Context: an optimization exercise on an open-source flow, tuned for small area, a short achievable clock period and few clock cycles. The choices shown serve that exercise and are no tape-out recipe. The RTL was checked by simulation tests, not by an equivalence proof against the original design. Power is estimated from default activity; no workload was simulated.

## infix_expression_evaluator_unit
module infix_expression_evaluator_unit (
   input  logic                        clock,
   input  logic                        reset,
   input  logic                        req_tvalid,
   output logic                        req_tready,
   input  logic [7:0]                  req_tdata,
   input  logic                        req_tlast,
   output logic                        rsp_tvalid,
   input  logic                        rsp_tready,
   output logic signed [31:0]          rsp_tdata,
   output logic [1:0]                  rsp_tuser
);
Size in the first run: roughly 2000 cells after synthesis, about 49 I/O pins, about 17000 µm² of cells after synthesis.
Settings: LEC_CHECK=0, CAP_MARGIN=20, CORE_MARGIN=2, CORE_UTILIZATION=40, SETUP_SLACK_MARGIN=5, SLEW_MARGIN=20; clock period 9.0 ns.
run.sh (not shown) runs the stock make flow with config.mk's settings and CLKGATE_MAP_FILE= SYNTH_SCRIPT=/design/flow/synth_recipe.tcl, a recipe that flattens the netlist after the stock synthesis.
The baseline finished clean.
Testbench counts at the start, summed over its fixed seeds: cycles 38,127.
Next try:
--- a/flow/design.v
+++ b/flow/design.v
@@ -183,39 +183,17 @@
    logic        dvd_zero, dvd_min, dvd_neg;
    assign dvd_mag  = rem_q[31] ? (~rem_q + 32'd1) : rem_q;
    assign dvd_zero = (rem_q == 32'd0);
    assign dvd_min  = (rem_q == 32'h8000_0000);
    assign dvd_neg  = dvd_min || (ts_q ^ rem_q[31]);
    logic dvs_zero;
    assign dvs_zero = (acc_q == 32'd0);
-   logic [7:0] dvd_nib, dvs_nib, dvs_nib_above;
-   logic       q_zero;
    always_comb begin
-      for (int k = 0; k < 8; k++) begin
-         dvd_nib[k] = |dvd_mag[4*k +: 4];
-         dvs_nib[k] = acc_q[31] ? !(&acc_q[4*k +: 4]) : (|acc_q[4*k +: 4]);
-      end
-      dvs_nib_above[7] = 1'b0;
-      for (int k = 6; k >= 0; k--) dvs_nib_above[k] = dvs_nib_above[k+1] | dvs_nib[k+1];
-   end
-   assign q_zero = dvs_zero || ((dvd_nib & ~dvs_nib_above) == 8'd0);
-   logic [15:0] lz16;
-   logic [7:0]  lz8;
-   logic [3:0]  lz4;
-   logic [1:0]  lz2;
-   always_comb begin
-      dvd_msb[4] = |dvd_mag[31:16];
-      lz16       = dvd_msb[4] ? dvd_mag[31:16] : dvd_mag[15:0];
-      dvd_msb[3] = |lz16[15:8];
-      lz8        = dvd_msb[3] ? lz16[15:8] : lz16[7:0];
-      dvd_msb[2] = |lz8[7:4];
-      lz4        = dvd_msb[2] ? lz8[7:4] : lz8[3:0];
-      dvd_msb[1] = |lz4[3:2];
-      lz2        = dvd_msb[1] ? lz4[3:2] : lz4[1:0];
-      dvd_msb[0] = lz2[1];
+      dvd_msb = 5'd0;
+      for (int i = 0; i < 32; i++) if (dvd_mag[i]) dvd_msb = i[4:0];
    end
    logic a_addsub, a_muldiv, a_end, a_attr, a_last, a_close;
    assign a_addsub = run ? ic_as_q : (pk_q == PK_ADDSUB);
    assign a_muldiv = run ? ic_md_q : (pk_q == PK_MULDIV);
    assign a_end    = run ? ic_nl_q : (pk_q == PK_END);
    assign a_attr   = run ? ia_q    : pa_q;
    assign a_last   = run ? il_q    : pl_q;
@@ -298,21 +276,21 @@
             end
          end
       end else begin
          pk_d = a_addsub ? PK_ADDSUB : (a_muldiv ? PK_MULDIV : PK_END);
          pa_d = a_attr;
          pl_d = a_last && !a_end;
          if (needs_div) begin
-            term_d  = q_zero ? 32'd0 : dvd_mag;
+            term_d  = dvs_zero ? 32'd0 : dvd_mag;
             dz_d    = dvs_zero;
             rem_d   = 32'd0;
             qn_d    = dvd_neg ^ acc_q[31];
             cnt_d   = dvd_msb;
             nb_d    = 1'b1;
-            state_d = (dvd_zero || q_zero) ? S_APPLY : S_DIV;
+            state_d = (dvd_zero || dvs_zero) ? S_APPLY : S_DIV;
          end else if (a_muldiv) begin
             st_d   = st_close;
             term_d = a_attr ? 32'd1 : f;
             if (a_attr) rem_d = f;
             ts_d   = fs;
             acc_d  = 32'd0;
             op_d   = a_attr ? OP_DIV : OP_MUL;
After rerunning:
- final cell count fell by a few percent
- via count drops by a few percent
- utilization goes down by 1.7 points
- global-route usage barely changes
- routed wire length is lower by a few percent
- synthesized area shrinks by a few percent
- die area went down by a few percent
- power falls by well over a third
- sequential power falls by well over a third
- clock-buffer cell count grows by 1
Testbench counts after the change, summed over its fixed seeds: cycles 40,047.

* * *

Another version of the RTL of infix_expression_evaluator_unit (not shown whole).
Size in the first run: roughly 2000 cells after synthesis.
// infix_expression_evaluator_unit
module infix_expression_evaluator_unit (
   input  logic                        clock,
   input  logic                        reset,
   input  logic                        req_tvalid,
   output logic                        req_tready,
   input  logic [7:0]                  req_tdata,
   input  logic                        req_tlast,
   output logic                        rsp_tvalid,
   input  logic                        rsp_tready,
   output logic signed [31:0]          rsp_tdata,
   output logic [1:0]                  rsp_tuser
);
Settings: LEC_CHECK=0, CAP_MARGIN=20, CORE_MARGIN=2, CORE_UTILIZATION=40, SETUP_SLACK_MARGIN=5, SLEW_MARGIN=20; clock period 9.0 ns.
Testbench counts at the start, summed over its fixed seeds: cycles 38,127.
Then changed:
--- a/flow/design.v
+++ b/flow/design.v
@@ -189,13 +189,13 @@
    logic [31:0] x_next, rem_next;
    logic        qbit;
    logic        wq_q, wq_d;        
    logic [32:0] sum33;
    logic        next_bit;
    iee_divider u_div (
-      .x        (term_q),
+      .x        (rem_q),
       .diff     (sum33),
       .cnt      (cnt_q),
       .wq       (wq_q),
       .qbit     (qbit),
       .x_next   (x_next),
       .rem_next (rem_next),
@@ -248,20 +248,20 @@
    logic        fs, fsub;
    logic [1:0]  st_close;
    logic        out_free;
    assign apply     = apply_q;
    assign needs_div = !apply && (op_q == OP_DIV);
    assign dz        = apply && dz_q;
-   assign f         = apply ? {term_q[31:1], wq_q} : acc_q;
+   assign f         = apply ? {rem_q[31:1], wq_q} : acc_q;
    assign fs        = apply ? qn_q : ts_q;
    logic        dividing;
    logic [32:0] add_a, add_b;
    assign dividing  = div_q;
    assign sumv      = fresh_q ? 32'd0 : sum_q;
-   assign fsub      = dividing ? (rem_q[31] == acc_q[31]) : (sign_q ^ fs);
-   assign add_a     = dividing ? {rem_q, nb_q} : {1'b0, sumv};
+   assign fsub      = dividing ? (term_q[31] == acc_q[31]) : (sign_q ^ fs);
+   assign add_a     = dividing ? {term_q, nb_q} : {1'b0, sumv};
    assign add_b     = fsub ? ~{f[31], f} : {f[31], f};
    iee_add #(.W(33)) u_total_add (
       .a   (add_a),
       .b   (add_b),
       .cin (fsub),
       .s   (sum33)
@@ -304,15 +304,15 @@
       pl_d    = pl_q;
       cnt_d   = cnt_q;
       qn_d    = qn_q;
       dz_d    = dz_q;
       nb_d    = nb_q;
       if (state_q == S_DIV) begin
-         term_d = x_next;
+         rem_d  = x_next;
          wq_d   = qbit;
-         rem_d  = rem_next;
+         term_d = rem_next;
          nb_d   = next_bit;
          cnt_d  = cnt_q - 5'd1;
          if (cnt_q == 5'd0) state_d = S_APPLY;
       end else if (run && !(iv_q && a_close)) begin
          if (iv_q) begin
             if (ic_dig_q) acc_d = acc_digit;
@@ -324,16 +324,16 @@
          end
       end else begin
          pk_d = a_addsub ? PK_ADDSUB : (a_muldiv ? PK_MULDIV : PK_END);
          pa_d = a_attr;
          pl_d = a_last && !a_end;
          if (needs_div) begin
-            term_d  = q_zero ? 32'd0 : dvd_mag;
+            rem_d   = q_zero ? 32'd0 : dvd_mag;
             wq_d    = 1'b0;
             dz_d    = dvs_zero;
-            rem_d   = 32'd0;
+            term_d  = 32'd0;
             qn_d    = dvd_neg ^ acc_q[31];
             cnt_d   = dvd_msb;
             nb_d    = 1'b1;
             state_d = (dvd_zero || q_zero) ? S_APPLY : S_DIV;
          end else if (a_muldiv) begin
             st_d   = st_close;
Result: Final area went down by a few percent; area after synthesis went down slightly; die area went down slightly; non-clock buffer count went down by 16; global-route usage stays flat; routed wire length is about the same; core utilization went down by 1.0 points.
Testbench counts after the change, summed over its fixed seeds: cycles 38,127.

-- afterwards: timing with drivers on the ports --
No port has a modelled driver above. Below, the same layouts with a new extraction and two added sets of constraints. Step 1 (the two cells are an assumption about what drives the block):
set clk [get_ports {clock}]
set_driving_cell -lib_cell sky130_fd_sc_hd__clkbuf_16 $clk
set_driving_cell -lib_cell sky130_fd_sc_hd__buf_2 [delete_from_list [all_inputs] $clk]
Step 2 adds t to the input delays and takes it off the output delays; t is the mean of the earliest and latest rising clock arrival at the registers after step 1. Input paths then give back, and output paths get back, about the clock's delay inside the block. a / b / c = ideal / step 1 / step 2; a / b = the first two.
run	t, ns	setup WS [ns]	worst slew at a driven data input, ns
the first run of note 1	0.526	4.456 / 4.456 / 4.456	0.03
the second run of note 1	0.508	4.355 / 4.355 / 4.355	0.03
the first run of note 2	0.522	4.727 / 4.727 / 4.727	0.03
the second run of note 2	0.520	4.512 / 4.512 / 4.512	0.03
After both steps every run listed still meets setup and hold.
